This is an optimization exercise on Yosys and OpenROAD, whose aim is small area, a short achievable clock period and few clock cycles, not a production implementation. At most, simulation tests tie the RTL to the original design; equivalence was not proved. Function not checked in run 1: the RTL went through the layout flow alone.

==> flow/design.v (outline; a module is shown in full before it is edited, if it fits) <==
// module mac_dot: 1347 lines
// module mac_fa: 4 lines
// module mac_ha: 4 lines
// module mac_hai: 4 lines
// module mac_top: 99 lines
module mac_top (
    input  logic         CLK,
    input  logic         RSTN,
    input  logic [11:0]  mnt_i,        
    input  logic         start_i,
    output logic         done_o,
    output logic [3:0]   w_rd_o,       
    input  logic [63:0]  w_rdata_i,    
    output logic [3:0]   i_rd_o,       
    input  logic [63:0]  i_rdata_i,    
    output logic [68:0]  o_wr_o        
);
  // ...
==> flow/run.sh <==
#!/bin/bash
# synth_recipe.tcl (not shown) runs the flow's synth.tcl, then flattens the netlist and writes it again
# the make line also repeats each setting of config.mk as NAME=value (left out here)
make -C /OpenROAD-flow-scripts/flow DESIGN_CONFIG=/design/flow/config.mk WORK_HOME=/design/flow/orfs CLKGATE_MAP_FILE= SYNTH_SCRIPT=/design/flow/synth_recipe.tcl finish
==> flow/config.mk <==
export PLATFORM = sky130hd
export DESIGN_NAME = mac_top
export DESIGN_NICKNAME = mac_top
export VERILOG_FILES = /design/flow/design.v
export SDC_FILE = /design/flow/constraint.sdc
export NUM_CORES = 4
export LEC_CHECK = 0
export CAP_MARGIN = 20
export CORE_MARGIN = 2
export CORE_UTILIZATION = 30
export SETUP_SLACK_MARGIN = 2.4
export SLEW_MARGIN = 20
export SYNTH_HIERARCHICAL = 1
==> flow/constraint.sdc <==
create_clock -name core_clock -period 5.5 [get_ports {CLK}]
set_input_delay 1.1000 -clock core_clock [delete_from_list [all_inputs] [get_ports {CLK}]]
set_output_delay 1.1000 -clock core_clock [all_outputs]
set_load 0.01 [all_outputs]
==> out/qor_table.md, run 1 <==
| Parameter | Value | Unit |
|:---|:---|:---|
| Worst hold path depth | 0 | - |
| Uppermost layer routed | met4 | - |
| End of the worst register-to-register path | acc_q[63]$_DFF_P_ | - |
| Width of the die | 193 | um |
| RePlAce Congestion | 0.903 | - |
| Number of antenna violations at the first check in global routing | 0 | - |
| Final routed DRC violation total | 0 | - |
| Met3 usage | 0.0364 | - |
| GRT Overall Usage | 0.166 | - |
| Run status | no timing/DRC/antenna violations | - |
| First-pass iteration count of the detailed router | 4 | - |
| Cell with the most instances on the worst path | sky130_fd_sc_hd__fa_2 | - |
| Final hold slack | 0.327 | ns |
| Pre-CTS setup slack | 1.18 | ns |
| Clock buffer count | 18 | - |
| Post-Synth Simple-Gate Area | 0.175 | - |
| Number of well taps | 461 | - |
| Number of H-tree levels | 4 | - |
| Final Critical Period | 3.45 | ns |
| Congestion Overflow GR | 0 | - |
| Async set or reset register ratio after synthesis | 0.0861 | - |
| Fill cells | 3373 | - |
| Number of flip-flops in the largest register | 64 | - |
| Antenna Diode Count | 0 | - |
| Fraction of layout instances using a drive strength above 1 | 0.430 | - |
| Post-CTS Setup Inserts | 44 | - |
| Setup Total Neg Slack | 0 | ns |
| Floorplan Core Area | 35400 | sq um |
| Floorplan die area | 37300 | sq um |
| Number of buffers inserted by hold repair at cts | 0 | - |
| Multi-input logic area | 8230 | sq um |
| Detailed route wirelength on metal2 | 14300 | um |
| Compound-Gate Fraction of Synth Area | 0.0341 | - |
| Layout Skew | 0.00797 | ns |
| Slew of the pin with the lowest slew margin | 0.852 | ns |
| Port bufs | 150 | - |
==> run 2, diff against run 1 <==
--- a/flow/design.v
+++ b/flow/design.v
@@ -648,152 +648,244 @@
     logic c636;
     logic s637;
     logic c638;
     logic s639;
     logic c640;
     logic s641;
     logic c642;
     logic s643;
-    logic s644;
-    logic c645;
-    logic s646;
-    logic c647;
-    logic s648;
-    logic c649;
-    logic s650;
-    logic c651;
-    logic s652;
-    logic c653;
-    logic s654;
-    logic c655;
-    logic s656;
-    logic c657;
-    logic s658;
-    logic c659;
-    logic s660;
-    logic c661;
-    logic s662;
-    logic c663;
-    logic s664;
-    logic c665;
-    logic s666;
-    logic c667;
-    logic s668;
-    logic c669;
-    logic s670;
-    logic c671;
-    logic s672;
-    logic c673;
-    logic s674;
-    logic c675;
-    logic s676;
-    logic c677;
-    logic s678;
-    logic c679;
-    logic s680;
-    logic c681;
-    logic s682;
-    logic c683;
-    logic s684;
-    logic c685;
-    logic s686;
-    logic c687;
-    logic s688;
-    logic c689;
-    logic s690;
-    logic c691;
-    logic s692;
-    logic c693;
-    logic s694;
-    logic c695;
+    logic c644;
+    logic s645;
+    logic c646;
+    logic s647;
+    logic c648;
+    logic s649;
+    logic c650;
+    logic s651;
+    logic c652;
+    logic s653;
+    logic c654;
+    logic s655;
+    logic c656;
+    logic s657;
+    logic c658;
+    logic s659;
+    logic c660;
+    logic s661;
+    logic c662;
+    logic s663;
+    logic c664;
+    logic s665;
+    logic c666;
+    logic s667;
+    logic c668;
+    logic s669;
+    logic c670;
+    logic s671;
+    logic c672;
+    logic s673;
+    logic c674;
+    logic s675;
+    logic c676;
+    logic s677;
+    logic c678;
+    logic s679;
+    logic c680;
+    logic s681;
+    logic c682;
+    logic s683;
+    logic c684;
+    logic s685;
+    logic c686;
+    logic s687;
+    logic c688;
+    logic s689;
+    logic c690;
+    logic s691;
+    logic c692;
+    logic s693;
+    logic c694;
+    logic s695;
     logic s696;
-    logic c697;
-    logic s698;
-    logic c699;
-    logic s700;
-    logic c701;
-    logic s702;
-    logic c703;
-    logic s704;
-    logic c705;
-    logic s706;
-    logic c707;
-    logic s708;
-    logic c709;
-    logic s710;
-    logic c711;
-    logic s712;
-    logic c713;
-    logic s714;
-    logic c715;
-    logic s716;
+    logic s697;
+    logic c698;
+    logic s699;
+    logic c700;
+    logic s701;
+    logic c702;
+    logic s703;
+    logic c704;
+    logic s705;
+    logic c706;
+    logic s707;
+    logic c708;
+    logic s709;
+    logic c710;
+    logic s711;
+    logic c712;
+    logic s713;
+    logic c714;
+    logic s715;
+    logic c716;
+    logic s717;
+    logic c718;
+    logic s719;
     logic pp65_q;
     logic s257_q;
     logic s265_q;
     logic s263_q;
+    logic c266_q;
+    logic c264_q;
+    logic s275_q;
     logic s277_q;
-    logic s279_q;
-    logic s301_q;
-    logic s327_q;
-    logic c302_q;
-    logic s329_q;
-    logic c328_q;
-    logic c330_q;
+    logic s287_q;
+    logic c276_q;
+    logic c278_q;
+    logic s289_q;
+    logic s291_q;
+    logic s293_q;
+    logic s305_q;
+    logic c290_q;
+    logic c292_q;
+    logic c294_q;
+    logic s307_q;
+    logic s309_q;
+    logic s311_q;
+    logic s313_q;
+    logic c310_q;
+    logic c312_q;
+    logic c314_q;
+    logic s331_q;
+    logic s333_q;
+    logic s335_q;
+    logic s337_q;
+    logic s339_q;
+    logic c332_q;
+    logic c334_q;
+    logic c336_q;
+    logic c338_q;
+    logic s359_q;
     logic s361_q;
     logic s363_q;
+    logic s365_q;
+    logic s367_q;
+    logic s369_q;
+    logic c340_q;
+    logic c366_q;
+    logic c368_q;
+    logic c370_q;
+    logic s391_q;
+    logic s393_q;
+    logic s395_q;
+    logic s397_q;
     logic s399_q;
-    logic c362_q;
     logic s401_q;
-    logic c364_q;
     logic s403_q;
-    logic s443_q;
-    logic s445_q;
+    logic s405_q;
+    logic c394_q;
+    logic c396_q;
+    logic c398_q;
+    logic c400_q;
     logic c402_q;
     logic c404_q;
-    logic s447_q;
-    logic s449_q;
-    logic c448_q;
-    logic c450_q;
+    logic s425_q;
+    logic s427_q;
+    logic s429_q;
+    logic s431_q;
+    logic s433_q;
+    logic s435_q;
+    logic c406_q;
+    logic s437_q;
+    logic c428_q;
+    logic c430_q;
+    logic c432_q;
+    logic c434_q;
+    logic c436_q;
+    logic s455_q;
+    logic s457_q;
+    logic s459_q;
+    logic s461_q;
+    logic s463_q;
+    logic c438_q;
+    logic s465_q;
+    logic c462_q;
+    logic c464_q;
+    logic s481_q;
+    logic s483_q;
+    logic s485_q;
+    logic s487_q;
+    logic s489_q;
+    logic c466_q;
     logic s491_q;
-    logic s493_q;
-    logic s495_q;
-    logic s529_q;
+    logic c486_q;
+    logic c488_q;
+    logic c490_q;
+    logic s503_q;
+    logic s505_q;
+    logic s507_q;
+    logic s509_q;
     logic c492_q;
-    logic c494_q;
+    logic s511_q;
+    logic c504_q;
+    logic c506_q;
+    logic c508_q;
+    logic c510_q;
+    logic s521_q;
+    logic s523_q;
+    logic s525_q;
+    logic c512_q;
+    logic c524_q;
+    logic c526_q;
     logic s531_q;
     logic s533_q;
-    logic c496_q;
     logic s535_q;
-    logic s563_q;
-    logic s565_q;
-    logic c532_q;
-    logic c534_q;
+    logic s539_q;
     logic c536_q;
-    logic s567_q;
-    logic s569_q;
-    logic s593_q;
-    logic c568_q;
-    logic c570_q;
-    logic s595_q;
-    logic s597_q;
-    logic c596_q;
-    logic c598_q;
+    logic s541_q;
+    logic c538_q;
+    logic c540_q;
+    logic c542_q;
+    logic pp65_q_q;
+    logic s257_q_q;
+    logic s263_q_q;
+    logic s265_q_q;
+    logic s277_q_q;
+    logic s543_q;
+    logic s549_q;
+    logic s559_q;
+    logic s571_q;
+    logic s583_q;
+    logic c572_q;
+    logic s585_q;
+    logic c586_q;
+    logic s601_q;
+    logic c600_q;
     logic s617_q;
     logic s619_q;
-    logic c616_q;
-    logic s631_q;
-    logic c618_q;
-    logic s633_q;
-    logic c620_q;
+    logic c602_q;
+    logic s637_q;
     logic s639_q;
-    logic c634_q;
-    logic s641_q;
-    logic c642_q;
-    logic s643_q;
+    logic c636_q;
+    logic s651_q;
+    logic c638_q;
+    logic s653_q;
+    logic c640_q;
+    logic c654_q;
+    logic s667_q;
+    logic s677_q;
+    logic c668_q;
+    logic s679_q;
+    logic s685_q;
+    logic c680_q;
+    logic s687_q;
+    logic s693_q;
+    logic c688_q;
+    logic c694_q;
+    logic s696_q;
     assign pp1 = ~(xm[0] & w_i[0]);
     assign pp2 = ~(xm[0] & w_i[1]);
     assign pp3 = ~(xm[0] & w_i[2]);
     assign pp4 = ~(xm[0] & w_i[3]);
     assign pp5 = ~(xm[0] & w_i[4]);
     assign pp6 = ~(xm[0] & w_i[5]);
     assign pp7 = ~(xm[0] & w_i[6]);
     assign pp8 = xm[0] & w_i[7];
@@ -1051,304 +1143,395 @@
     mac_fa u_s263 (.a(pp73), .b(pp9), .c(c258), .s(s263), .co(c264));
     mac_hai u_s265 (.a(s259), .b(s261), .s(s265), .co(c266));
     mac_fa u_s267 (.a(pp10), .b(pp131), .c(pp138), .s(s267), .co(c268));
     mac_fa u_s269 (.a(pp145), .b(pp17), .c(pp195), .s(s269), .co(c270));
     mac_fa u_s271 (.a(pp202), .b(pp209), .c(pp3), .s(s271), .co(c272));
     mac_fa u_s273 (.a(pp67), .b(pp74), .c(pp81), .s(s273), .co(c274));
     mac_fa u_s275 (.a(c260), .b(c262), .c(s267), .s(s275), .co(c276));
     mac_fa u_s277 (.a(s269), .b(s271), .c(s273), .s(s277), .co(c278));
-    mac_fa u_s279 (.a(c266), .b(c264), .c(s275), .s(s279), .co(c280));
-    mac_fa u_s281 (.a(pp11), .b(pp132), .c(pp139), .s(s281), .co(c282));
-    mac_fa u_s283 (.a(pp146), .b(pp153), .c(pp18), .s(s283), .co(c284));
-    mac_fa u_s285 (.a(pp196), .b(pp203), .c(pp210), .s(s285), .co(c286));
-    mac_fa u_s287 (.a(pp217), .b(pp25), .c(pp4), .s(s287), .co(c288));
-    mac_fa u_s289 (.a(pp68), .b(pp75), .c(pp82), .s(s289), .co(c290));
-    mac_fa u_s291 (.a(pp89), .b(c268), .c(c270), .s(s291), .co(c292));
-    mac_fa u_s293 (.a(c272), .b(c274), .c(s281), .s(s293), .co(c294));
-    mac_fa u_s295 (.a(s283), .b(s285), .c(s287), .s(s295), .co(c296));
-    mac_fa u_s297 (.a(s289), .b(c276), .c(c278), .s(s297), .co(c298));
-    mac_fa u_s299 (.a(s291), .b(s293), .c(s295), .s(s299), .co(c300));
-    mac_fa u_s301 (.a(c280), .b(s297), .c(s299), .s(s301), .co(c302));
-    mac_fa u_s303 (.a(pp12), .b(pp133), .c(pp140), .s(s303), .co(c304));
-    mac_fa u_s305 (.a(pp147), .b(pp154), .c(pp161), .s(s305), .co(c306));
-    mac_fa u_s307 (.a(pp19), .b(pp197), .c(pp204), .s(s307), .co(c308));
-    mac_fa u_s309 (.a(pp211), .b(pp218), .c(pp225), .s(s309), .co(c310));
-    mac_fa u_s311 (.a(pp26), .b(pp33), .c(pp5), .s(s311), .co(c312));
-    mac_fa u_s313 (.a(pp69), .b(pp76), .c(pp83), .s(s313), .co(c314));
-    mac_fa u_s315 (.a(pp90), .b(pp97), .c(c282), .s(s315), .co(c316));
-    mac_fa u_s317 (.a(c284), .b(c286), .c(c288), .s(s317), .co(c318));
-    mac_fa u_s319 (.a(c290), .b(s303), .c(s305), .s(s319), .co(c320));
-    mac_fa u_s321 (.a(s307), .b(s309), .c(s311), .s(s321), .co(c322));
-    mac_fa u_s323 (.a(s313), .b(c292), .c(c294), .s(s323), .co(c324));
-    mac_fa u_s325 (.a(c296), .b(s315), .c(s317), .s(s325), .co(c326));
-    mac_fa u_s327 (.a(s319), .b(s321), .c(c298), .s(s327), .co(c328));
-    mac_fa u_s329 (.a(c300), .b(s323), .c(s325), .s(s329), .co(c330));
-    mac_fa u_s331 (.a(pp105), .b(pp13), .c(pp134), .s(s331), .co(c332));
-    mac_fa u_s333 (.a(pp141), .b(pp148), .c(pp155), .s(s333), .co(c334));
-    mac_fa u_s335 (.a(pp162), .b(pp169), .c(pp198), .s(s335), .co(c336));
-    mac_fa u_s337 (.a(pp20), .b(pp205), .c(pp212), .s(s337), .co(c338));
-    mac_fa u_s339 (.a(pp219), .b(pp226), .c(pp233), .s(s339), .co(c340));
-    mac_fa u_s341 (.a(pp27), .b(pp34), .c(pp41), .s(s341), .co(c342));
-    mac_fa u_s343 (.a(pp6), .b(pp70), .c(pp77), .s(s343), .co(c344));
-    mac_fa u_s345 (.a(pp84), .b(pp91), .c(pp98), .s(s345), .co(c346));
-    mac_fa u_s347 (.a(c304), .b(c306), .c(c308), .s(s347), .co(c348));
-    mac_fa u_s349 (.a(c310), .b(c312), .c(c314), .s(s349), .co(c350));
-    mac_fa u_s351 (.a(s331), .b(s333), .c(s335), .s(s351), .co(c352));
-    mac_fa u_s353 (.a(s337), .b(s339), .c(s341), .s(s353), .co(c354));
-    mac_fa u_s355 (.a(s343), .b(s345), .c(c316), .s(s355), .co(c356));
-    mac_fa u_s357 (.a(c318), .b(c320), .c(c322), .s(s357), .co(c358));
-    mac_fa u_s359 (.a(s347), .b(s349), .c(s351), .s(s359), .co(c360));
-    mac_fa u_s361 (.a(s353), .b(c324), .c(c326), .s(s361), .co(c362));
-    mac_fa u_s363 (.a(s355), .b(s357), .c(s359), .s(s363), .co(c364));
-    mac_fa u_s365 (.a(pp106), .b(pp113), .c(pp135), .s(s365), .co(c366));
-    mac_fa u_s367 (.a(pp14), .b(pp142), .c(pp149), .s(s367), .co(c368));
-    mac_fa u_s369 (.a(pp156), .b(pp163), .c(pp170), .s(s369), .co(c370));
-    mac_fa u_s371 (.a(pp177), .b(pp199), .c(pp206), .s(s371), .co(c372));
-    mac_fa u_s373 (.a(pp21), .b(pp213), .c(pp220), .s(s373), .co(c374));
-    mac_fa u_s375 (.a(pp227), .b(pp234), .c(pp241), .s(s375), .co(c376));
-    mac_fa u_s377 (.a(pp28), .b(pp35), .c(pp42), .s(s377), .co(c378));
-    mac_fa u_s379 (.a(pp49), .b(pp7), .c(pp71), .s(s379), .co(c380));
-    mac_fa u_s381 (.a(pp78), .b(pp85), .c(pp92), .s(s381), .co(c382));
-    mac_fa u_s383 (.a(pp99), .b(c332), .c(c334), .s(s383), .co(c384));
-    mac_fa u_s385 (.a(c336), .b(c338), .c(c340), .s(s385), .co(c386));
-    mac_fa u_s387 (.a(c342), .b(c344), .c(c346), .s(s387), .co(c388));
-    mac_fa u_s389 (.a(s365), .b(s367), .c(s369), .s(s389), .co(c390));
-    mac_fa u_s391 (.a(s371), .b(s373), .c(s375), .s(s391), .co(c392));
-    mac_fa u_s393 (.a(s377), .b(s379), .c(s381), .s(s393), .co(c394));
-    mac_fa u_s395 (.a(c348), .b(c350), .c(c352), .s(s395), .co(c396));
-    mac_fa u_s397 (.a(c354), .b(s383), .c(s385), .s(s397), .co(c398));
-    mac_fa u_s399 (.a(s387), .b(s389), .c(s391), .s(s399), .co(c400));
-    mac_fa u_s401 (.a(s393), .b(c356), .c(c358), .s(s401), .co(c402));
-    mac_fa u_s403 (.a(c360), .b(s395), .c(s397), .s(s403), .co(c404));
-    mac_fa u_s405 (.a(pp100), .b(pp107), .c(pp114), .s(s405), .co(c406));
-    mac_fa u_s407 (.a(pp121), .b(pp136), .c(pp143), .s(s407), .co(c408));
-    mac_fa u_s409 (.a(pp15), .b(pp150), .c(pp157), .s(s409), .co(c410));
-    mac_fa u_s411 (.a(pp164), .b(pp171), .c(pp178), .s(s411), .co(c412));
-    mac_fa u_s413 (.a(pp185), .b(pp200), .c(pp207), .s(s413), .co(c414));
-    mac_fa u_s415 (.a(pp214), .b(pp22), .c(pp221), .s(s415), .co(c416));
-    mac_fa u_s417 (.a(pp228), .b(pp235), .c(pp242), .s(s417), .co(c418));
-    mac_fa u_s419 (.a(pp249), .b(pp29), .c(pp36), .s(s419), .co(c420));
-    mac_fa u_s421 (.a(pp43), .b(pp50), .c(pp57), .s(s421), .co(c422));
-    mac_fa u_s423 (.a(pp72), .b(pp79), .c(pp8), .s(s423), .co(c424));
-    mac_fa u_s425 (.a(pp86), .b(pp93), .c(c366), .s(s425), .co(c426));
-    mac_fa u_s427 (.a(c368), .b(c370), .c(c372), .s(s427), .co(c428));
-    mac_fa u_s429 (.a(c374), .b(c376), .c(c378), .s(s429), .co(c430));
-    mac_fa u_s431 (.a(c380), .b(c382), .c(s405), .s(s431), .co(c432));
-    mac_fa u_s433 (.a(s407), .b(s409), .c(s411), .s(s433), .co(c434));
-    mac_fa u_s435 (.a(s413), .b(s415), .c(s417), .s(s435), .co(c436));
-    mac_fa u_s437 (.a(s419), .b(s421), .c(s423), .s(s437), .co(c438));
-    mac_fa u_s439 (.a(c384), .b(c386), .c(c388), .s(s439), .co(c440));
-    mac_fa u_s441 (.a(c390), .b(c392), .c(c394), .s(s441), .co(c442));
-    mac_fa u_s443 (.a(s425), .b(s427), .c(s429), .s(s443), .co(c444));
-    mac_fa u_s445 (.a(s431), .b(s433), .c(s435), .s(s445), .co(c446));
-    mac_fa u_s447 (.a(s437), .b(c396), .c(c398), .s(s447), .co(c448));
-    mac_fa u_s449 (.a(s439), .b(c400), .c(s441), .s(s449), .co(c450));
-    mac_fa u_s451 (.a(pp101), .b(pp108), .c(pp115), .s(s451), .co(c452));
-    mac_fa u_s453 (.a(pp122), .b(pp144), .c(pp151), .s(s453), .co(c454));
-    mac_fa u_s455 (.a(pp158), .b(pp16), .c(pp165), .s(s455), .co(c456));
-    mac_fa u_s457 (.a(pp172), .b(pp179), .c(pp186), .s(s457), .co(c458));
-    mac_fa u_s459 (.a(pp208), .b(pp215), .c(pp222), .s(s459), .co(c460));
-    mac_fa u_s461 (.a(pp229), .b(pp23), .c(pp236), .s(s461), .co(c462));
-    mac_fa u_s463 (.a(pp243), .b(pp250), .c(pp30), .s(s463), .co(c464));
-    mac_fa u_s465 (.a(pp37), .b(pp44), .c(pp51), .s(s465), .co(c466));
-    mac_fa u_s467 (.a(pp58), .b(pp80), .c(pp87), .s(s467), .co(c468));
-    mac_fa u_s469 (.a(pp94), .b(c406), .c(c408), .s(s469), .co(c470));
-    mac_fa u_s471 (.a(c410), .b(c412), .c(c414), .s(s471), .co(c472));
-    mac_fa u_s473 (.a(c416), .b(c418), .c(c420), .s(s473), .co(c474));
-    mac_fa u_s475 (.a(c422), .b(c424), .c(s451), .s(s475), .co(c476));
-    mac_fa u_s477 (.a(s453), .b(s455), .c(s457), .s(s477), .co(c478));
-    mac_fa u_s479 (.a(s459), .b(s461), .c(s463), .s(s479), .co(c480));
-    mac_fa u_s481 (.a(s465), .b(s467), .c(c426), .s(s481), .co(c482));
-    mac_fa u_s483 (.a(c428), .b(c430), .c(c432), .s(s483), .co(c484));
-    mac_fa u_s485 (.a(c434), .b(c436), .c(c438), .s(s485), .co(c486));
+    mac_fa u_s279 (.a(pp11), .b(pp132), .c(pp139), .s(s279), .co(c280));
+    mac_fa u_s281 (.a(pp146), .b(pp153), .c(pp18), .s(s281), .co(c282));
+    mac_fa u_s283 (.a(pp196), .b(pp203), .c(pp210), .s(s283), .co(c284));
+    mac_fa u_s285 (.a(pp217), .b(pp25), .c(pp4), .s(s285), .co(c286));
+    mac_fa u_s287 (.a(pp68), .b(pp75), .c(pp82), .s(s287), .co(c288));
+    mac_fa u_s289 (.a(pp89), .b(c268), .c(c270), .s(s289), .co(c290));
+    mac_fa u_s291 (.a(c272), .b(c274), .c(s279), .s(s291), .co(c292));
+    mac_fa u_s293 (.a(s281), .b(s283), .c(s285), .s(s293), .co(c294));
+    mac_fa u_s295 (.a(pp12), .b(pp133), .c(pp140), .s(s295), .co(c296));
+    mac_fa u_s297 (.a(pp147), .b(pp154), .c(pp161), .s(s297), .co(c298));
+    mac_fa u_s299 (.a(pp19), .b(pp197), .c(pp204), .s(s299), .co(c300));
+    mac_fa u_s301 (.a(pp211), .b(pp218), .c(pp225), .s(s301), .co(c302));
+    mac_fa u_s303 (.a(pp26), .b(pp33), .c(pp5), .s(s303), .co(c304));
+    mac_fa u_s305 (.a(pp69), .b(pp76), .c(pp83), .s(s305), .co(c306));
+    mac_fa u_s307 (.a(pp90), .b(pp97), .c(c280), .s(s307), .co(c308));
+    mac_fa u_s309 (.a(c282), .b(c284), .c(c286), .s(s309), .co(c310));
+    mac_fa u_s311 (.a(c288), .b(s295), .c(s297), .s(s311), .co(c312));
+    mac_fa u_s313 (.a(s299), .b(s301), .c(s303), .s(s313), .co(c314));
+    mac_fa u_s315 (.a(pp105), .b(pp13), .c(pp134), .s(s315), .co(c316));
+    mac_fa u_s317 (.a(pp141), .b(pp148), .c(pp155), .s(s317), .co(c318));
+    mac_fa u_s319 (.a(pp162), .b(pp169), .c(pp198), .s(s319), .co(c320));
+    mac_fa u_s321 (.a(pp20), .b(pp205), .c(pp212), .s(s321), .co(c322));
+    mac_fa u_s323 (.a(pp219), .b(pp226), .c(pp233), .s(s323), .co(c324));
+    mac_fa u_s325 (.a(pp27), .b(pp34), .c(pp41), .s(s325), .co(c326));
+    mac_fa u_s327 (.a(pp6), .b(pp70), .c(pp77), .s(s327), .co(c328));
+    mac_fa u_s329 (.a(pp84), .b(pp91), .c(pp98), .s(s329), .co(c330));
+    mac_fa u_s331 (.a(c296), .b(c298), .c(c300), .s(s331), .co(c332));
+    mac_fa u_s333 (.a(c302), .b(c304), .c(c306), .s(s333), .co(c334));
+    mac_fa u_s335 (.a(s315), .b(s317), .c(s319), .s(s335), .co(c336));
+    mac_fa u_s337 (.a(s321), .b(s323), .c(s325), .s(s337), .co(c338));
+    mac_fa u_s339 (.a(s327), .b(s329), .c(c308), .s(s339), .co(c340));
+    mac_fa u_s341 (.a(pp106), .b(pp113), .c(pp135), .s(s341), .co(c342));
+    mac_fa u_s343 (.a(pp14), .b(pp142), .c(pp149), .s(s343), .co(c344));
+    mac_fa u_s345 (.a(pp156), .b(pp163), .c(pp170), .s(s345), .co(c346));
+    mac_fa u_s347 (.a(pp177), .b(pp199), .c(pp206), .s(s347), .co(c348));
+    mac_fa u_s349 (.a(pp21), .b(pp213), .c(pp220), .s(s349), .co(c350));
+    mac_fa u_s351 (.a(pp227), .b(pp234), .c(pp241), .s(s351), .co(c352));
+    mac_fa u_s353 (.a(pp28), .b(pp35), .c(pp42), .s(s353), .co(c354));
+    mac_fa u_s355 (.a(pp49), .b(pp7), .c(pp71), .s(s355), .co(c356));
+    mac_fa u_s357 (.a(pp78), .b(pp85), .c(pp92), .s(s357), .co(c358));
+    mac_fa u_s359 (.a(pp99), .b(c316), .c(c318), .s(s359), .co(c360));
+    mac_fa u_s361 (.a(c320), .b(c322), .c(c324), .s(s361), .co(c362));
+    mac_fa u_s363 (.a(c326), .b(c328), .c(c330), .s(s363), .co(c364));
+    mac_fa u_s365 (.a(s341), .b(s343), .c(s345), .s(s365), .co(c366));
+    mac_fa u_s367 (.a(s347), .b(s349), .c(s351), .s(s367), .co(c368));
+    mac_fa u_s369 (.a(s353), .b(s355), .c(s357), .s(s369), .co(c370));
+    mac_fa u_s371 (.a(pp100), .b(pp107), .c(pp114), .s(s371), .co(c372));
+    mac_fa u_s373 (.a(pp121), .b(pp136), .c(pp143), .s(s373), .co(c374));
+    mac_fa u_s375 (.a(pp15), .b(pp150), .c(pp157), .s(s375), .co(c376));
+    mac_fa u_s377 (.a(pp164), .b(pp171), .c(pp178), .s(s377), .co(c378));
+    mac_fa u_s379 (.a(pp185), .b(pp200), .c(pp207), .s(s379), .co(c380));
+    mac_fa u_s381 (.a(pp214), .b(pp22), .c(pp221), .s(s381), .co(c382));
+    mac_fa u_s383 (.a(pp228), .b(pp235), .c(pp242), .s(s383), .co(c384));
+    mac_fa u_s385 (.a(pp249), .b(pp29), .c(pp36), .s(s385), .co(c386));
+    mac_fa u_s387 (.a(pp43), .b(pp50), .c(pp57), .s(s387), .co(c388));
+    mac_fa u_s389 (.a(pp72), .b(pp79), .c(pp8), .s(s389), .co(c390));
+    mac_fa u_s391 (.a(pp86), .b(pp93), .c(c342), .s(s391), .co(c392));
+    mac_fa u_s393 (.a(c344), .b(c346), .c(c348), .s(s393), .co(c394));
+    mac_fa u_s395 (.a(c350), .b(c352), .c(c354), .s(s395), .co(c396));
+    mac_fa u_s397 (.a(c356), .b(c358), .c(s371), .s(s397), .co(c398));
+    mac_fa u_s399 (.a(s373), .b(s375), .c(s377), .s(s399), .co(c400));
+    mac_fa u_s401 (.a(s379), .b(s381), .c(s383), .s(s401), .co(c402));
+    mac_fa u_s403 (.a(s385), .b(s387), .c(s389), .s(s403), .co(c404));
+    mac_fa u_s405 (.a(c360), .b(c362), .c(c364), .s(s405), .co(c406));
+    mac_fa u_s407 (.a(pp101), .b(pp108), .c(pp115), .s(s407), .co(c408));
+    mac_fa u_s409 (.a(pp122), .b(pp144), .c(pp151), .s(s409), .co(c410));
+    mac_fa u_s411 (.a(pp158), .b(pp16), .c(pp165), .s(s411), .co(c412));
+    mac_fa u_s413 (.a(pp172), .b(pp179), .c(pp186), .s(s413), .co(c414));
+    mac_fa u_s415 (.a(pp208), .b(pp215), .c(pp222), .s(s415), .co(c416));
+    mac_fa u_s417 (.a(pp229), .b(pp23), .c(pp236), .s(s417), .co(c418));
+    mac_fa u_s419 (.a(pp243), .b(pp250), .c(pp30), .s(s419), .co(c420));
+    mac_fa u_s421 (.a(pp37), .b(pp44), .c(pp51), .s(s421), .co(c422));
+    mac_fa u_s423 (.a(pp58), .b(pp80), .c(pp87), .s(s423), .co(c424));
+    mac_fa u_s425 (.a(pp94), .b(c372), .c(c374), .s(s425), .co(c426));
+    mac_fa u_s427 (.a(c376), .b(c378), .c(c380), .s(s427), .co(c428));
+    mac_fa u_s429 (.a(c382), .b(c384), .c(c386), .s(s429), .co(c430));
+    mac_fa u_s431 (.a(c388), .b(c390), .c(s407), .s(s431), .co(c432));
+    mac_fa u_s433 (.a(s409), .b(s411), .c(s413), .s(s433), .co(c434));
+    mac_fa u_s435 (.a(s415), .b(s417), .c(s419), .s(s435), .co(c436));
+    mac_fa u_s437 (.a(s421), .b(s423), .c(c392), .s(s437), .co(c438));
+    mac_fa u_s439 (.a(pp102), .b(pp109), .c(pp116), .s(s439), .co(c440));
+    mac_fa u_s441 (.a(pp123), .b(pp152), .c(pp159), .s(s441), .co(c442));
+    mac_fa u_s443 (.a(pp166), .b(pp173), .c(pp180), .s(s443), .co(c444));
+    mac_fa u_s445 (.a(pp187), .b(pp216), .c(pp223), .s(s445), .co(c446));
+    mac_fa u_s447 (.a(pp230), .b(pp237), .c(pp24), .s(s447), .co(c448));
+    mac_fa u_s449 (.a(pp244), .b(pp251), .c(pp31), .s(s449), .co(c450));
+    mac_fa u_s451 (.a(pp38), .b(pp45), .c(pp52), .s(s451), .co(c452));
+    mac_fa u_s453 (.a(pp59), .b(pp88), .c(pp95), .s(s453), .co(c454));
+    mac_fa u_s455 (.a(c408), .b(c410), .c(c412), .s(s455), .co(c456));
+    mac_fa u_s457 (.a(c414), .b(c416), .c(c418), .s(s457), .co(c458));
+    mac_fa u_s459 (.a(c420), .b(c422), .c(c424), .s(s459), .co(c460));
+    mac_fa u_s461 (.a(s439), .b(s441), .c(s443), .s(s461), .co(c462));
+    mac_fa u_s463 (.a(s445), .b(s447), .c(s449), .s(s463), .co(c464));
+    mac_fa u_s465 (.a(s451), .b(s453), .c(c426), .s(s465), .co(c466));
+    mac_ha u_s467 (.a(pp103), .b(pp110), .s(s467), .co(c468));
+    mac_fa u_s469 (.a(pp117), .b(pp124), .c(pp160), .s(s469), .co(c470));
+    mac_fa u_s471 (.a(pp167), .b(pp174), .c(pp181), .s(s471), .co(c472));
+    mac_fa u_s473 (.a(pp188), .b(pp224), .c(pp231), .s(s473), .co(c474));
+    mac_fa u_s475 (.a(pp238), .b(pp245), .c(pp252), .s(s475), .co(c476));
+    mac_fa u_s477 (.a(pp32), .b(pp39), .c(pp46), .s(s477), .co(c478));
+    mac_fa u_s479 (.a(pp53), .b(pp60), .c(pp96), .s(s479), .co(c480));
+    mac_fa u_s481 (.a(s467), .b(c440), .c(c442), .s(s481), .co(c482));
+    mac_fa u_s483 (.a(c444), .b(c446), .c(c448), .s(s483), .co(c484));
+    mac_fa u_s485 (.a(c450), .b(c452), .c(c454), .s(s485), .co(c486));
     mac_fa u_s487 (.a(s469), .b(s471), .c(s473), .s(s487), .co(c488));
     mac_fa u_s489 (.a(s475), .b(s477), .c(s479), .s(s489), .co(c490));
-    mac_fa u_s491 (.a(c440), .b(c442), .c(c444), .s(s491), .co(c492));
-    mac_fa u_s493 (.a(s481), .b(c446), .c(s483), .s(s493), .co(c494));
-    mac_fa u_s495 (.a(s485), .b(s487), .c(s489), .s(s495), .co(c496));
-    mac_fa u_s497 (.a(pp102), .b(pp109), .c(pp116), .s(s497), .co(c498));
-    mac_fa u_s499 (.a(pp123), .b(pp152), .c(pp159), .s(s499), .co(c500));
-    mac_fa u_s501 (.a(pp166), .b(pp173), .c(pp180), .s(s501), .co(c502));
-    mac_fa u_s503 (.a(pp187), .b(pp216), .c(pp223), .s(s503), .co(c504));
-    mac_fa u_s505 (.a(pp230), .b(pp237), .c(pp24), .s(s505), .co(c506));
-    mac_fa u_s507 (.a(pp244), .b(pp251), .c(pp31), .s(s507), .co(c508));
-    mac_fa u_s509 (.a(pp38), .b(pp45), .c(pp52), .s(s509), .co(c510));
-    mac_fa u_s511 (.a(pp59), .b(pp88), .c(pp95), .s(s511), .co(c512));
-    mac_fa u_s513 (.a(c452), .b(c454), .c(c456), .s(s513), .co(c514));
-    mac_fa u_s515 (.a(c458), .b(c460), .c(c462), .s(s515), .co(c516));
-    mac_fa u_s517 (.a(c464), .b(c466), .c(c468), .s(s517), .co(c518));
-    mac_fa u_s519 (.a(s497), .b(s499), .c(s501), .s(s519), .co(c520));
-    mac_fa u_s521 (.a(s503), .b(s505), .c(s507), .s(s521), .co(c522));
-    mac_fa u_s523 (.a(s509), .b(s511), .c(c470), .s(s523), .co(c524));
-    mac_fa u_s525 (.a(c472), .b(c474), .c(c476), .s(s525), .co(c526));
-    mac_fa u_s527 (.a(c478), .b(c480), .c(s513), .s(s527), .co(c528));
-    mac_fa u_s529 (.a(s515), .b(s517), .c(s519), .s(s529), .co(c530));
-    mac_fa u_s531 (.a(s521), .b(c482), .c(c484), .s(s531), .co(c532));
-    mac_fa u_s533 (.a(c486), .b(c488), .c(s523), .s(s533), .co(c534));
-    mac_fa u_s535 (.a(c490), .b(s525), .c(s527), .s(s535), .co(c536));
-    mac_ha u_s537 (.a(pp103), .b(pp110), .s(s537), .co(c538));
-    mac_fa u_s539 (.a(pp117), .b(pp124), .c(pp160), .s(s539), .co(c540));
-    mac_fa u_s541 (.a(pp167), .b(pp174), .c(pp181), .s(s541), .co(c542));
-    mac_fa u_s543 (.a(pp188), .b(pp224), .c(pp231), .s(s543), .co(c544));
-    mac_fa u_s545 (.a(pp238), .b(pp245), .c(pp252), .s(s545), .co(c546));
-    mac_fa u_s547 (.a(pp32), .b(pp39), .c(pp46), .s(s547), .co(c548));
-    mac_fa u_s549 (.a(pp53), .b(pp60), .c(pp96), .s(s549), .co(c550));
-    mac_fa u_s551 (.a(s537), .b(c498), .c(c500), .s(s551), .co(c552));
-    mac_fa u_s553 (.a(c502), .b(c504), .c(c506), .s(s553), .co(c554));
-    mac_fa u_s555 (.a(c508), .b(c510), .c(c512), .s(s555), .co(c556));
-    mac_fa u_s557 (.a(s539), .b(s541), .c(s543), .s(s557), .co(c558));
-    mac_fa u_s559 (.a(s545), .b(s547), .c(s549), .s(s559), .co(c560));
-    mac_fa u_s561 (.a(c514), .b(c516), .c(c518), .s(s561), .co(c562));
-    mac_fa u_s563 (.a(c520), .b(c522), .c(s551), .s(s563), .co(c564));
-    mac_fa u_s565 (.a(s553), .b(s555), .c(s557), .s(s565), .co(c566));
-    mac_fa u_s567 (.a(s559), .b(c524), .c(c526), .s(s567), .co(c568));
-    mac_fa u_s569 (.a(c528), .b(s561), .c(c530), .s(s569), .co(c570));
-    mac_fa u_s571 (.a(pp104), .b(pp111), .c(pp118), .s(s571), .co(c572));
-    mac_fa u_s573 (.a(pp125), .b(pp168), .c(pp175), .s(s573), .co(c574));
-    mac_fa u_s575 (.a(pp182), .b(pp189), .c(pp232), .s(s575), .co(c576));
-    mac_fa u_s577 (.a(pp239), .b(pp246), .c(pp253), .s(s577), .co(c578));
-    mac_fa u_s579 (.a(pp40), .b(pp47), .c(pp54), .s(s579), .co(c580));
-    mac_fa u_s581 (.a(pp61), .b(c538), .c(c540), .s(s581), .co(c582));
-    mac_fa u_s583 (.a(c542), .b(c544), .c(c546), .s(s583), .co(c584));
-    mac_fa u_s585 (.a(c548), .b(c550), .c(s571), .s(s585), .co(c586));
-    mac_fa u_s587 (.a(s573), .b(s575), .c(s577), .s(s587), .co(c588));
-    mac_fa u_s589 (.a(s579), .b(c552), .c(c554), .s(s589), .co(c590));
-    mac_fa u_s591 (.a(c556), .b(c558), .c(c560), .s(s591), .co(c592));
-    mac_fa u_s593 (.a(s581), .b(s583), .c(s585), .s(s593), .co(c594));
-    mac_fa u_s595 (.a(s587), .b(c562), .c(c564), .s(s595), .co(c596));
-    mac_fa u_s597 (.a(s589), .b(c566), .c(s591), .s(s597), .co(c598));
-    mac_fa u_s599 (.a(pp112), .b(pp119), .c(pp126), .s(s599), .co(c600));
-    mac_fa u_s601 (.a(pp176), .b(pp183), .c(pp190), .s(s601), .co(c602));
-    mac_fa u_s603 (.a(pp240), .b(pp247), .c(pp254), .s(s603), .co(c604));
-    mac_fa u_s605 (.a(pp48), .b(pp55), .c(pp62), .s(s605), .co(c606));
-    mac_fa u_s607 (.a(c572), .b(c574), .c(c576), .s(s607), .co(c608));
-    mac_fa u_s609 (.a(c578), .b(c580), .c(s599), .s(s609), .co(c610));
-    mac_fa u_s611 (.a(s601), .b(s603), .c(s605), .s(s611), .co(c612));
-    mac_fa u_s613 (.a(c582), .b(c584), .c(c586), .s(s613), .co(c614));
-    mac_fa u_s615 (.a(c588), .b(s607), .c(s609), .s(s615), .co(c616));
-    mac_fa u_s617 (.a(s611), .b(c590), .c(c592), .s(s617), .co(c618));
-    mac_fa u_s619 (.a(c594), .b(s613), .c(s615), .s(s619), .co(c620));
-    mac_fa u_s621 (.a(pp120), .b(pp127), .c(pp184), .s(s621), .co(c622));
-    mac_fa u_s623 (.a(pp191), .b(pp248), .c(pp255), .s(s623), .co(c624));
-    mac_fa u_s625 (.a(pp56), .b(pp63), .c(c600), .s(s625), .co(c626));
-    mac_fa u_s627 (.a(c602), .b(c604), .c(c606), .s(s627), .co(c628));
-    mac_fa u_s629 (.a(s621), .b(s623), .c(c608), .s(s629), .co(c630));
-    mac_fa u_s631 (.a(c610), .b(c612), .c(s625), .s(s631), .co(c632));
-    mac_fa u_s633 (.a(s627), .b(c614), .c(s629), .s(s633), .co(c634));
-    mac_fa u_s635 (.a(pp128), .b(pp192), .c(pp256), .s(s635), .co(c636));
-    mac_fa u_s637 (.a(pp64), .b(c622), .c(c624), .s(s637), .co(c638));
-    mac_fa u_s639 (.a(s635), .b(c626), .c(c628), .s(s639), .co(c640));
-    mac_fa u_s641 (.a(s637), .b(c630), .c(c632), .s(s641), .co(c642));
-    assign s643 = c636 ^ c638 ^ c640;
-    mac_fa u_s644 (.a(c302_q), .b(s327_q), .c(s329_q), .s(s644), .co(c645));
-    mac_fa u_s646 (.a(c328_q), .b(c330_q), .c(s361_q), .s(s646), .co(c647));
-    mac_fa u_s648 (.a(s363_q), .b(c645), .c(s646), .s(s648), .co(c649));
-    mac_fa u_s650 (.a(c362_q), .b(c364_q), .c(s399_q), .s(s650), .co(c651));
-    mac_fa u_s652 (.a(s401_q), .b(s403_q), .c(c647), .s(s652), .co(c653));
-    mac_fa u_s654 (.a(s650), .b(s652), .c(c649), .s(s654), .co(c655));
-    mac_fa u_s656 (.a(c402_q), .b(c404_q), .c(s443_q), .s(s656), .co(c657));
-    mac_fa u_s658 (.a(s445_q), .b(s447_q), .c(s449_q), .s(s658), .co(c659));
-    mac_fa u_s660 (.a(c651), .b(s656), .c(s658), .s(s660), .co(c661));
-    mac_hai u_s662 (.a(c653), .b(s660), .s(s662), .co(c663));
-    mac_fa u_s664 (.a(c448_q), .b(c450_q), .c(s491_q), .s(s664), .co(c665));
-    mac_fa u_s666 (.a(s493_q), .b(s495_q), .c(c657), .s(s666), .co(c667));
-    mac_fa u_s668 (.a(c659), .b(s664), .c(s666), .s(s668), .co(c669));
-    mac_hai u_s670 (.a(c661), .b(c663), .s(s670), .co(c671));
-    mac_fa u_s672 (.a(c492_q), .b(c494_q), .c(c496_q), .s(s672), .co(c673));
-    mac_fa u_s674 (.a(s529_q), .b(s531_q), .c(s533_q), .s(s674), .co(c675));
-    mac_fa u_s676 (.a(s535_q), .b(c665), .c(s672), .s(s676), .co(c677));
-    mac_fa u_s678 (.a(s674), .b(c667), .c(s676), .s(s678), .co(c679));
-    mac_fa u_s680 (.a(c669), .b(c671), .c(s678), .s(s680), .co(c681));
-    mac_fa u_s682 (.a(c532_q), .b(c534_q), .c(c536_q), .s(s682), .co(c683));
-    mac_fa u_s684 (.a(s563_q), .b(s565_q), .c(s567_q), .s(s684), .co(c685));
-    mac_fa u_s686 (.a(s569_q), .b(c673), .c(c675), .s(s686), .co(c687));
-    mac_fa u_s688 (.a(s682), .b(s684), .c(s686), .s(s688), .co(c689));
-    mac_fa u_s690 (.a(c677), .b(c679), .c(s688), .s(s690), .co(c691));
-    mac_fa u_s692 (.a(c568_q), .b(c570_q), .c(s593_q), .s(s692), .co(c693));
-    mac_fa u_s694 (.a(s595_q), .b(s597_q), .c(c683), .s(s694), .co(c695));
-    mac_fa u_s696 (.a(c685), .b(s692), .c(c687), .s(s696), .co(c697));
-    mac_fa u_s698 (.a(s694), .b(s696), .c(c689), .s(s698), .co(c699));
-    mac_fa u_s700 (.a(c596_q), .b(c598_q), .c(s617_q), .s(s700), .co(c701));
-    mac_fa u_s702 (.a(s619_q), .b(c693), .c(s700), .s(s702), .co(c703));
-    mac_fa u_s704 (.a(c695), .b(s702), .c(c697), .s(s704), .co(c705));
-    mac_fa u_s706 (.a(c616_q), .b(c618_q), .c(c620_q), .s(s706), .co(c707));
-    mac_fa u_s708 (.a(s631_q), .b(s633_q), .c(c701), .s(s708), .co(c709));
-    mac_fa u_s710 (.a(s706), .b(s708), .c(c703), .s(s710), .co(c711));
-    mac_fa u_s712 (.a(c634_q), .b(s639_q), .c(s641_q), .s(s712), .co(c713));
-    mac_fa u_s714 (.a(c707), .b(s712), .c(c709), .s(s714), .co(c715));
-    assign s716 = c642_q ^ s643_q ^ c713;
+    mac_fa u_s491 (.a(c456), .b(c458), .c(c460), .s(s491), .co(c492));
+    mac_fa u_s493 (.a(pp104), .b(pp111), .c(pp118), .s(s493), .co(c494));
+    mac_fa u_s495 (.a(pp125), .b(pp168), .c(pp175), .s(s495), .co(c496));
+    mac_fa u_s497 (.a(pp182), .b(pp189), .c(pp232), .s(s497), .co(c498));
+    mac_fa u_s499 (.a(pp239), .b(pp246), .c(pp253), .s(s499), .co(c500));
+    mac_fa u_s501 (.a(pp40), .b(pp47), .c(pp54), .s(s501), .co(c502));
+    mac_fa u_s503 (.a(pp61), .b(c468), .c(c470), .s(s503), .co(c504));
+    mac_fa u_s505 (.a(c472), .b(c474), .c(c476), .s(s505), .co(c506));
+    mac_fa u_s507 (.a(c478), .b(c480), .c(s493), .s(s507), .co(c508));
+    mac_fa u_s509 (.a(s495), .b(s497), .c(s499), .s(s509), .co(c510));
+    mac_fa u_s511 (.a(s501), .b(c482), .c(c484), .s(s511), .co(c512));
+    mac_fa u_s513 (.a(pp112), .b(pp119), .c(pp126), .s(s513), .co(c514));
+    mac_fa u_s515 (.a(pp176), .b(pp183), .c(pp190), .s(s515), .co(c516));
+    mac_fa u_s517 (.a(pp240), .b(pp247), .c(pp254), .s(s517), .co(c518));
+    mac_fa u_s519 (.a(pp48), .b(pp55), .c(pp62), .s(s519), .co(c520));
+    mac_fa u_s521 (.a(c494), .b(c496), .c(c498), .s(s521), .co(c522));
+    mac_fa u_s523 (.a(c500), .b(c502), .c(s513), .s(s523), .co(c524));
+    mac_fa u_s525 (.a(s515), .b(s517), .c(s519), .s(s525), .co(c526));
+    mac_fa u_s527 (.a(pp120), .b(pp127), .c(pp184), .s(s527), .co(c528));
+    mac_fa u_s529 (.a(pp191), .b(pp248), .c(pp255), .s(s529), .co(c530));
+    mac_fa u_s531 (.a(pp56), .b(pp63), .c(c514), .s(s531), .co(c532));
+    mac_fa u_s533 (.a(c516), .b(c518), .c(c520), .s(s533), .co(c534));
+    mac_fa u_s535 (.a(s527), .b(s529), .c(c522), .s(s535), .co(c536));
+    mac_fa u_s537 (.a(pp128), .b(pp192), .c(pp256), .s(s537), .co(c538));
+    mac_fa u_s539 (.a(pp64), .b(c528), .c(c530), .s(s539), .co(c540));
+    mac_fa u_s541 (.a(s537), .b(c532), .c(c534), .s(s541), .co(c542));
+    mac_fa u_s543 (.a(c264_q), .b(c266_q), .c(s275_q), .s(s543), .co(c544));
+    mac_fa u_s545 (.a(c276_q), .b(c278_q), .c(s287_q), .s(s545), .co(c546));
+    mac_fa u_s547 (.a(s289_q), .b(s291_q), .c(s293_q), .s(s547), .co(c548));
+    mac_fa u_s549 (.a(c544), .b(s545), .c(s547), .s(s549), .co(c550));
+    mac_fa u_s551 (.a(c290_q), .b(c292_q), .c(c294_q), .s(s551), .co(c552));
+    mac_fa u_s553 (.a(s305_q), .b(s307_q), .c(s309_q), .s(s553), .co(c554));
+    mac_fa u_s555 (.a(s311_q), .b(s313_q), .c(c546), .s(s555), .co(c556));
+    mac_fa u_s557 (.a(c548), .b(s551), .c(s553), .s(s557), .co(c558));
+    mac_fa u_s559 (.a(c550), .b(s555), .c(s557), .s(s559), .co(c560));
+    mac_fa u_s561 (.a(c310_q), .b(c312_q), .c(c314_q), .s(s561), .co(c562));
+    mac_fa u_s563 (.a(s331_q), .b(s333_q), .c(s335_q), .s(s563), .co(c564));
+    mac_fa u_s565 (.a(s337_q), .b(s339_q), .c(c552), .s(s565), .co(c566));
+    mac_fa u_s567 (.a(c554), .b(s561), .c(s563), .s(s567), .co(c568));
+    mac_fa u_s569 (.a(c556), .b(c558), .c(s565), .s(s569), .co(c570));
+    mac_fa u_s571 (.a(s567), .b(c560), .c(s569), .s(s571), .co(c572));
+    mac_fa u_s573 (.a(c332_q), .b(c334_q), .c(c336_q), .s(s573), .co(c574));
+    mac_fa u_s575 (.a(c338_q), .b(c340_q), .c(s359_q), .s(s575), .co(c576));
+    mac_fa u_s577 (.a(s361_q), .b(s363_q), .c(s365_q), .s(s577), .co(c578));
+    mac_fa u_s579 (.a(s367_q), .b(s369_q), .c(c562), .s(s579), .co(c580));
+    mac_fa u_s581 (.a(c564), .b(s573), .c(s575), .s(s581), .co(c582));
+    mac_fa u_s583 (.a(s577), .b(c566), .c(c568), .s(s583), .co(c584));
+    mac_fa u_s585 (.a(s579), .b(s581), .c(c570), .s(s585), .co(c586));
+    mac_fa u_s587 (.a(c366_q), .b(c368_q), .c(c370_q), .s(s587), .co(c588));
+    mac_fa u_s589 (.a(s391_q), .b(s393_q), .c(s395_q), .s(s589), .co(c590));
+    mac_fa u_s591 (.a(s397_q), .b(s399_q), .c(s401_q), .s(s591), .co(c592));
+    mac_fa u_s593 (.a(s403_q), .b(s405_q), .c(c574), .s(s593), .co(c594));
+    mac_fa u_s595 (.a(c576), .b(c578), .c(s587), .s(s595), .co(c596));
+    mac_fa u_s597 (.a(s589), .b(s591), .c(c580), .s(s597), .co(c598));
+    mac_fa u_s599 (.a(c582), .b(s593), .c(s595), .s(s599), .co(c600));
+    mac_fa u_s601 (.a(c584), .b(s597), .c(s599), .s(s601), .co(c602));
+    mac_fa u_s603 (.a(c394_q), .b(c396_q), .c(c398_q), .s(s603), .co(c604));
+    mac_fa u_s605 (.a(c400_q), .b(c402_q), .c(c404_q), .s(s605), .co(c606));
+    mac_fa u_s607 (.a(c406_q), .b(s425_q), .c(s427_q), .s(s607), .co(c608));
+    mac_fa u_s609 (.a(s429_q), .b(s431_q), .c(s433_q), .s(s609), .co(c610));
+    mac_fa u_s611 (.a(s435_q), .b(s437_q), .c(c588), .s(s611), .co(c612));
+    mac_fa u_s613 (.a(c590), .b(c592), .c(s603), .s(s613), .co(c614));
+    mac_fa u_s615 (.a(s605), .b(s607), .c(s609), .s(s615), .co(c616));
+    mac_fa u_s617 (.a(c594), .b(c596), .c(s611), .s(s617), .co(c618));
+    mac_fa u_s619 (.a(s613), .b(s615), .c(c598), .s(s619), .co(c620));
+    mac_fa u_s621 (.a(c428_q), .b(c430_q), .c(c432_q), .s(s621), .co(c622));
+    mac_fa u_s623 (.a(c434_q), .b(c436_q), .c(c438_q), .s(s623), .co(c624));
+    mac_fa u_s625 (.a(s455_q), .b(s457_q), .c(s459_q), .s(s625), .co(c626));
+    mac_fa u_s627 (.a(s461_q), .b(s463_q), .c(s465_q), .s(s627), .co(c628));
+    mac_fa u_s629 (.a(c604), .b(c606), .c(c608), .s(s629), .co(c630));
+    mac_fa u_s631 (.a(c610), .b(s621), .c(s623), .s(s631), .co(c632));
+    mac_fa u_s633 (.a(s625), .b(s627), .c(c612), .s(s633), .co(c634));
+    mac_fa u_s635 (.a(c614), .b(c616), .c(s629), .s(s635), .co(c636));
+    mac_fa u_s637 (.a(s631), .b(c618), .c(s633), .s(s637), .co(c638));
+    mac_hai u_s639 (.a(s635), .b(c620), .s(s639), .co(c640));
+    mac_fa u_s641 (.a(c462_q), .b(c464_q), .c(c466_q), .s(s641), .co(c642));
+    mac_fa u_s643 (.a(s481_q), .b(s483_q), .c(s485_q), .s(s643), .co(c644));
+    mac_fa u_s645 (.a(s487_q), .b(s489_q), .c(s491_q), .s(s645), .co(c646));
+    mac_fa u_s647 (.a(c622), .b(c624), .c(c626), .s(s647), .co(c648));
+    mac_fa u_s649 (.a(c628), .b(s641), .c(s643), .s(s649), .co(c650));
+    mac_fa u_s651 (.a(s645), .b(c630), .c(c632), .s(s651), .co(c652));
+    mac_fa u_s653 (.a(s647), .b(s649), .c(c634), .s(s653), .co(c654));
+    mac_fa u_s655 (.a(c486_q), .b(c488_q), .c(c490_q), .s(s655), .co(c656));
+    mac_fa u_s657 (.a(c492_q), .b(s503_q), .c(s505_q), .s(s657), .co(c658));
+    mac_fa u_s659 (.a(s507_q), .b(s509_q), .c(s511_q), .s(s659), .co(c660));
+    mac_fa u_s661 (.a(c642), .b(c644), .c(c646), .s(s661), .co(c662));
+    mac_fa u_s663 (.a(s655), .b(s657), .c(s659), .s(s663), .co(c664));
+    mac_fa u_s665 (.a(c648), .b(c650), .c(s661), .s(s665), .co(c666));
+    mac_fa u_s667 (.a(s663), .b(c652), .c(s665), .s(s667), .co(c668));
+    mac_fa u_s669 (.a(c504_q), .b(c506_q), .c(c508_q), .s(s669), .co(c670));
+    mac_fa u_s671 (.a(c510_q), .b(c512_q), .c(s521_q), .s(s671), .co(c672));
+    mac_fa u_s673 (.a(s523_q), .b(s525_q), .c(c656), .s(s673), .co(c674));
+    mac_fa u_s675 (.a(c658), .b(c660), .c(s669), .s(s675), .co(c676));
+    mac_fa u_s677 (.a(s671), .b(c662), .c(c664), .s(s677), .co(c678));
+    mac_fa u_s679 (.a(s673), .b(s675), .c(c666), .s(s679), .co(c680));
+    mac_fa u_s681 (.a(c524_q), .b(c526_q), .c(s531_q), .s(s681), .co(c682));
+    mac_fa u_s683 (.a(s533_q), .b(s535_q), .c(c670), .s(s683), .co(c684));
+    mac_fa u_s685 (.a(c672), .b(s681), .c(c674), .s(s685), .co(c686));
+    mac_fa u_s687 (.a(c676), .b(s683), .c(c678), .s(s687), .co(c688));
+    mac_fa u_s689 (.a(c536_q), .b(s539_q), .c(s541_q), .s(s689), .co(c690));
+    mac_fa u_s691 (.a(c682), .b(s689), .c(c684), .s(s691), .co(c692));
+    mac_hai u_s693 (.a(c686), .b(s691), .s(s693), .co(c694));
+    assign s695 = c538_q ^ c540_q ^ c542_q;
+    assign s696 = c690 ^ s695 ^ c692;
+    mac_fa u_s697 (.a(c572_q), .b(s583_q), .c(s585_q), .s(s697), .co(c698));
+    mac_hai u_s699 (.a(c586_q), .b(s601_q), .s(s699), .co(c700));
+    mac_fa u_s701 (.a(c600_q), .b(c602_q), .c(s617_q), .s(s701), .co(c702));
+    mac_hai u_s703 (.a(s619_q), .b(c700), .s(s703), .co(c704));
+    mac_fa u_s705 (.a(s637_q), .b(s639_q), .c(c702), .s(s705), .co(c706));
+    mac_fa u_s707 (.a(c636_q), .b(c638_q), .c(c640_q), .s(s707), .co(c708));
+    mac_fa u_s709 (.a(s651_q), .b(s653_q), .c(s707), .s(s709), .co(c710));
+    mac_fa u_s711 (.a(c654_q), .b(s667_q), .c(c708), .s(s711), .co(c712));
+    mac_fa u_s713 (.a(c668_q), .b(s677_q), .c(s679_q), .s(s713), .co(c714));
+    mac_fa u_s715 (.a(c680_q), .b(s685_q), .c(s687_q), .s(s715), .co(c716));
+    mac_hai u_s717 (.a(c688_q), .b(s693_q), .s(s717), .co(c718));
+    assign s719 = c694_q ^ s696_q ^ c718;
     always_ff @(posedge CLK) begin
         pp65_q <= pp65;
         s257_q <= s257;
         s265_q <= s265;
         s263_q <= s263;
+        c266_q <= c266;
+        c264_q <= c264;
+        s275_q <= s275;
         s277_q <= s277;
-        s279_q <= s279;
-        s301_q <= s301;
-        s327_q <= s327;
-        c302_q <= c302;
-        s329_q <= s329;
-        c328_q <= c328;
-        c330_q <= c330;
+        s287_q <= s287;
+        c276_q <= c276;
+        c278_q <= c278;
+        s289_q <= s289;
+        s291_q <= s291;
+        s293_q <= s293;
+        s305_q <= s305;
+        c290_q <= c290;
+        c292_q <= c292;
+        c294_q <= c294;
+        s307_q <= s307;
+        s309_q <= s309;
+        s311_q <= s311;
+        s313_q <= s313;
+        c310_q <= c310;
+        c312_q <= c312;
+        c314_q <= c314;
+        s331_q <= s331;
+        s333_q <= s333;
+        s335_q <= s335;
+        s337_q <= s337;
+        s339_q <= s339;
+        c332_q <= c332;
+        c334_q <= c334;
+        c336_q <= c336;
+        c338_q <= c338;
+        s359_q <= s359;
         s361_q <= s361;
         s363_q <= s363;
+        s365_q <= s365;
+        s367_q <= s367;
+        s369_q <= s369;
+        c340_q <= c340;
+        c366_q <= c366;
+        c368_q <= c368;
+        c370_q <= c370;
+        s391_q <= s391;
+        s393_q <= s393;
+        s395_q <= s395;
+        s397_q <= s397;
         s399_q <= s399;
-        c362_q <= c362;
         s401_q <= s401;
-        c364_q <= c364;
         s403_q <= s403;
-        s443_q <= s443;
-        s445_q <= s445;
+        s405_q <= s405;
+        c394_q <= c394;
+        c396_q <= c396;
+        c398_q <= c398;
+        c400_q <= c400;
         c402_q <= c402;
         c404_q <= c404;
-        s447_q <= s447;
-        s449_q <= s449;
-        c448_q <= c448;
-        c450_q <= c450;
+        s425_q <= s425;
+        s427_q <= s427;
+        s429_q <= s429;
+        s431_q <= s431;
+        s433_q <= s433;
+        s435_q <= s435;
+        c406_q <= c406;
+        s437_q <= s437;
+        c428_q <= c428;
+        c430_q <= c430;
+        c432_q <= c432;
+        c434_q <= c434;
+        c436_q <= c436;
+        s455_q <= s455;
+        s457_q <= s457;
+        s459_q <= s459;
+        s461_q <= s461;
+        s463_q <= s463;
+        c438_q <= c438;
+        s465_q <= s465;
+        c462_q <= c462;
+        c464_q <= c464;
+        s481_q <= s481;
+        s483_q <= s483;
+        s485_q <= s485;
+        s487_q <= s487;
+        s489_q <= s489;
+        c466_q <= c466;
         s491_q <= s491;
-        s493_q <= s493;
-        s495_q <= s495;
-        s529_q <= s529;
+        c486_q <= c486;
+        c488_q <= c488;
+        c490_q <= c490;
+        s503_q <= s503;
+        s505_q <= s505;
+        s507_q <= s507;
+        s509_q <= s509;
         c492_q <= c492;
-        c494_q <= c494;
+        s511_q <= s511;
+        c504_q <= c504;
+        c506_q <= c506;
+        c508_q <= c508;
+        c510_q <= c510;
+        s521_q <= s521;
+        s523_q <= s523;
+        s525_q <= s525;
+        c512_q <= c512;
+        c524_q <= c524;
+        c526_q <= c526;
         s531_q <= s531;
         s533_q <= s533;
-        c496_q <= c496;
         s535_q <= s535;
-        s563_q <= s563;
-        s565_q <= s565;
-        c532_q <= c532;
-        c534_q <= c534;
+        s539_q <= s539;
         c536_q <= c536;
-        s567_q <= s567;
-        s569_q <= s569;
-        s593_q <= s593;
-        c568_q <= c568;
-        c570_q <= c570;
-        s595_q <= s595;
-        s597_q <= s597;
-        c596_q <= c596;
-        c598_q <= c598;
+        s541_q <= s541;
+        c538_q <= c538;
+        c540_q <= c540;
+        c542_q <= c542;
+        pp65_q_q <= pp65_q;
+        s257_q_q <= s257_q;
+        s263_q_q <= s263_q;
+        s265_q_q <= s265_q;
+        s277_q_q <= s277_q;
+        s543_q <= s543;
+        s549_q <= s549;
+        s559_q <= s559;
+        s571_q <= s571;
+        s583_q <= s583;
+        c572_q <= c572;
+        s585_q <= s585;
+        c586_q <= c586;
+        s601_q <= s601;
+        c600_q <= c600;
         s617_q <= s617;
         s619_q <= s619;
-        c616_q <= c616;
-        s631_q <= s631;
-        c618_q <= c618;
-        s633_q <= s633;
-        c620_q <= c620;
+        c602_q <= c602;
+        s637_q <= s637;
         s639_q <= s639;
-        c634_q <= c634;
-        s641_q <= s641;
-        c642_q <= c642;
-        s643_q <= s643;
+        c636_q <= c636;
+        s651_q <= s651;
+        c638_q <= c638;
+        s653_q <= s653;
+        c640_q <= c640;
+        c654_q <= c654;
+        s667_q <= s667;
+        s677_q <= s677;
+        c668_q <= c668;
+        s679_q <= s679;
+        s685_q <= s685;
+        c680_q <= c680;
+        s687_q <= s687;
+        s693_q <= s693;
+        c688_q <= c688;
+        c694_q <= c694;
+        s696_q <= s696;
     end
     logic [15:0] ra, rb;
-    assign ra = {s716, s714, s710, s704, c691, c681, s680, s668, s662, s654, s648, s644, s301_q, s277_q, s263_q, pp65_q};
-    assign rb = {c715, c711, c705, c699, s698, s690, 1'b1, s670, c655, 1'b1, 1'b1, 1'b1, 1'b1, s279_q, s265_q, s257_q};
+    assign ra = {s719, s717, c714, s713, c710, c706, c704, s703, s699, s697, s571_q, s559_q, s549_q, s277_q_q, s263_q_q, pp65_q_q};
+    assign rb = {1'b1, c716, s715, c712, s711, s709, s705, s701, c698, 1'b1, 1'b1, 1'b1, 1'b1, s543_q, s265_q_q, s257_q_q};
     assign dot_o = ~(ra + rb + 16'd1);
 endmodule
 module mac_fa (input logic a, b, c, output logic s, co);
     assign s  = a ^ b ^ c;
     assign co = (a & b) | (a & c) | (b & c);
 endmodule
 module mac_ha (input logic a, b, output logic s, co);
     assign s  = a ^ b;
@@ -1366,17 +1549,17 @@
     input  logic         start_i,
     output logic         done_o,
     output logic [3:0]   w_rd_o,       
     input  logic [63:0]  w_rdata_i,    
     output logic [3:0]   i_rd_o,       
     input  logic [63:0]  i_rdata_i,    
     output logic [68:0]  o_wr_o        
 );
-    localparam int LAT = 1;        
+    localparam int LAT = 2;        
     logic [3:0] m_dim, n_dim, t_dim;
     assign m_dim = mnt_i[11:8];
     assign n_dim = mnt_i[7:4];
     assign t_dim = mnt_i[3:0];
     logic        active_q;     
     logic        busy_q;       
     logic [1:0]  lane_q;       
     logic [2:0]  row_q;        
==> flow/flow/run.sh (new file) <==
#!/bin/bash
# The standard layout, with the smallest buffer on every port
# (repair_timing upsizes the ones on critical paths)
bash standard.sh "BUFFER_PORTS_ARGS=-buffer_cell sky130_fd_sc_hd__buf_1" finish > standard.log 2>&1
==> flow/standard.sh (new file) <==
#!/bin/bash
# synth_recipe.tcl (not shown) runs the flow's synth.tcl, then flattens the netlist and writes it again
# the make line also repeats each setting of config.mk as NAME=value (left out here)
make -C /OpenROAD-flow-scripts/flow DESIGN_CONFIG=/design/flow/config.mk WORK_HOME=/design/flow/orfs CLKGATE_MAP_FILE= SYNTH_SCRIPT=/design/flow/synth_recipe.tcl "${@:-finish}"
==> flow/config.mk (replaced) <==
export PLATFORM = sky130hd
export DESIGN_NAME = mac_top
export DESIGN_NICKNAME = mac_top
export VERILOG_FILES = /design/flow/design.v
export SDC_FILE = /design/flow/constraint.sdc
export NUM_CORES = 4
export LEC_CHECK = 0
export CAP_MARGIN = 20
export CORE_MARGIN = 2
export CORE_UTILIZATION = 30
export CTS_BUF_LIST = sky130_fd_sc_hd__clkbuf_4 sky130_fd_sc_hd__clkbuf_8
export SETUP_SLACK_MARGIN = 3.1
export SLEW_MARGIN = 20
export SYNTH_HIERARCHICAL = 1
removed: flow/run.sh
==> out/qor_table.md, run 2 <==
| Parameter | Value | Unit | Delta |
|:---|:---|:---|:---|
| Run status | no timing/DRC/antenna violations | - |  |
| Port bufs | 150 | - | unchanged |
| Number of antenna violations at the first check in global routing | 0 | - | unchanged |
| Number of DRC markers after the initial detailed-route iteration | 529 | - |  |
| First-pass iteration count of the detailed router | 6 | - | +2 |
| Number of H-tree levels | 2 | - | -2 |
| End of the worst register-to-register path | acc_q[63]$_DFF_P_ | - |  |
| Width of the die | 209 | um | +8.3% |
| Antenna Diode Count | 0 | - | unchanged |
| Slew of the pin with the lowest slew margin | 0.837 | ns | -0.0146 ns |
| Fraction of layout instances using a drive strength above 1 | 0.324 | - | -0.106 |
| Floorplan die area | 43800 | sq um | +17% |
| Final Critical Period | 2.55 | ns | -0.901 ns |
| Async set or reset register ratio after synthesis | 0.0615 | - | -0.0246 |
| RePlAce Congestion | 0.897 | - | -0.68% |
| Worst-skew pair later-pin latency | 0.56 | ns |  |
| Setup Total Neg Slack | 0 | ns | unchanged |
| Number of flip-flops in the largest register | 64 | - | unchanged |
| Floorplan Core Area | 41800 | sq um | +18% |
| Worst hold path depth | 0 | - | unchanged |
## run 2: changes by cell type after synthesis, sizes merged, moves of 3 or more
cell / before / now
dfxtp: 138 / 229
clkbuf: 56 / 53
inv: 28 / 37
ha: 19 / 23
nand2: 200 / 207
## run 2: final cells by class
| class | count | area (sq um) |
|---|---|---|
| Tap cell | 539 | 674 |
| Timing Repair Buffer | 176 | 806 |
| Inverter | 37 | 139 |
| Clock inverter | 10 | 106 |
| Multi-Input combinational cell | 705 | 8160 |
| Fill cell | 4063 | 26100 |
| Sequential cell | 244 | 4980 |
| Clock buffer | 64 | 800 |
## run 2: modules after synthesis (local to each module, per instance)
module	times used	flops+latches	cells inside
mac_ha	1	0	1
mac_hai	6	0	5
mac_fa	223	0	1
mac_dot	1	152	586
mac_top	1	92	218
## run 2: worst max-delay path by stage
stage / start / end / slack [ns] / cells past startpoint
finish: dot_inst.c640_q$_DFF_P_ / acc_q[63]$_DFF_P_ / 2.95 / 9
global route: dot_inst.c640_q$_DFF_P_ / acc_q[61]$_DFF_P_ / 2.84 / 9
CTS: dot_inst.c640_q$_DFF_P_ / acc_q[63]$_DFF_P_ / 2.95 / 9
detailed placement: w_rdata_i[59] / dot_inst.s491_q$_DFF_P_ / 2.22 / 5
global placement: i_rdata_i[54] / dot_inst.s541_q$_DFF_P_ / 2.24 / 6
floorplan: i_rdata_i[50] / dot_inst.s491_q$_DFF_P_ / 2.73 / 6
## run 2: per-layer routing
layer / track usage / share of wire
met5: 0 / 0
met3: 0.0346 / 0.071
met2: 0.249 / 0.47
met1: 0.198 / 0.43
met4: 0.0567 / 0.029
## run 2: cells by family after synthesis
| kind of cell | Yosys count | share of synthesized area |
|---|---|---|
| and+or+nand+nor | 387 | 0.151 |
| adders and majority gates | 247 | 0.378 |
| DFF | 244 | 0.393 |
| buffers and inverters | 111 | 0.0344 |
| AOI/OAI and AO/OA | 40 | 0.0241 |
| xor gates and xnor gates | 26 | 0.0192 |
| other | 2 | 0.000594 |
| muxes | 1 | 0.000792 |
## run 2: timing repair
item / 4_1_cts / 5_1_grt
hold buffers: 0 / 0
setup endpoints to repair: 84 / 23
gates resized for setup: 51 / 25
setup buffers: 10 / 16
pin swaps: 10 / 6
## run 2: through the flow
| step | instances | setup slack (ns) | hold WS [ns] |
|---|---|---|---|
| after floorplan | 1060 | 2.73 | 0.310 |
| after global placement | 1675 | 2.24 | 0.312 |
| after detailed placement | 1675 | 2.22 | 0.312 |
| after CTS | 1759 | 2.95 | 0.315 |
| after global routing | 1775 | 2.84 | 0.324 |
| final | 1775 | 2.95 | 0.319 |
## run 2: worst max-delay path, cell delays in order (launching register included)
cell and delay (ns):
sky130_fd_sc_hd__dfxtp_2 0.32, sky130_fd_sc_hd__fa_1 0.54, sky130_fd_sc_hd__fa_1 0.45, sky130_fd_sc_hd__ha_4 0.28, sky130_fd_sc_hd__a21oi_2 0.15, sky130_fd_sc_hd__o21ai_2 0.08, sky130_fd_sc_hd__buf_4 0.15, sky130_fd_sc_hd__a2111oi_4 0.20
sky130_fd_sc_hd__nor3_2 0.09, sky130_fd_sc_hd__xnor2_1 0.15
Testbench counts of run 2, summed over its fixed seeds: cycles 5,706.

[separate check: timing with driven ports]
The flow's constraints put no driver on any port. The routed layouts listed below were extracted and timed again, unchanged, in two steps. Step 1: set_driving_cell puts a clkbuf_16 on CLK and a buf_2 on each other input, an assumption about the parent block. Step 2 times the ports against the registers' clock, not the clock port: input delays grow and output delays shrink by t, the midpoint of the rising clock arrivals with the driver on. Three values: ideal ports, drivers, drivers and shift; two values: the first two.
| run | t (ns) | setup WS [ns] | worst setup path after step 2 | pins driven straight from the clock port |
|---|---|---|---|---|
| run 1 | 0.484 | 2.051 / 2.051 / 1.786 | input to register | 1 |
| run 2 | 0.597 | 2.952 / 2.952 / 2.488 | input to register | 1 |
After both steps setup and hold are still met in every run listed. For run 2, which loses most, drivers alone change the setup slack by 0.000 ns; drivers and shift together by -0.464 ns.
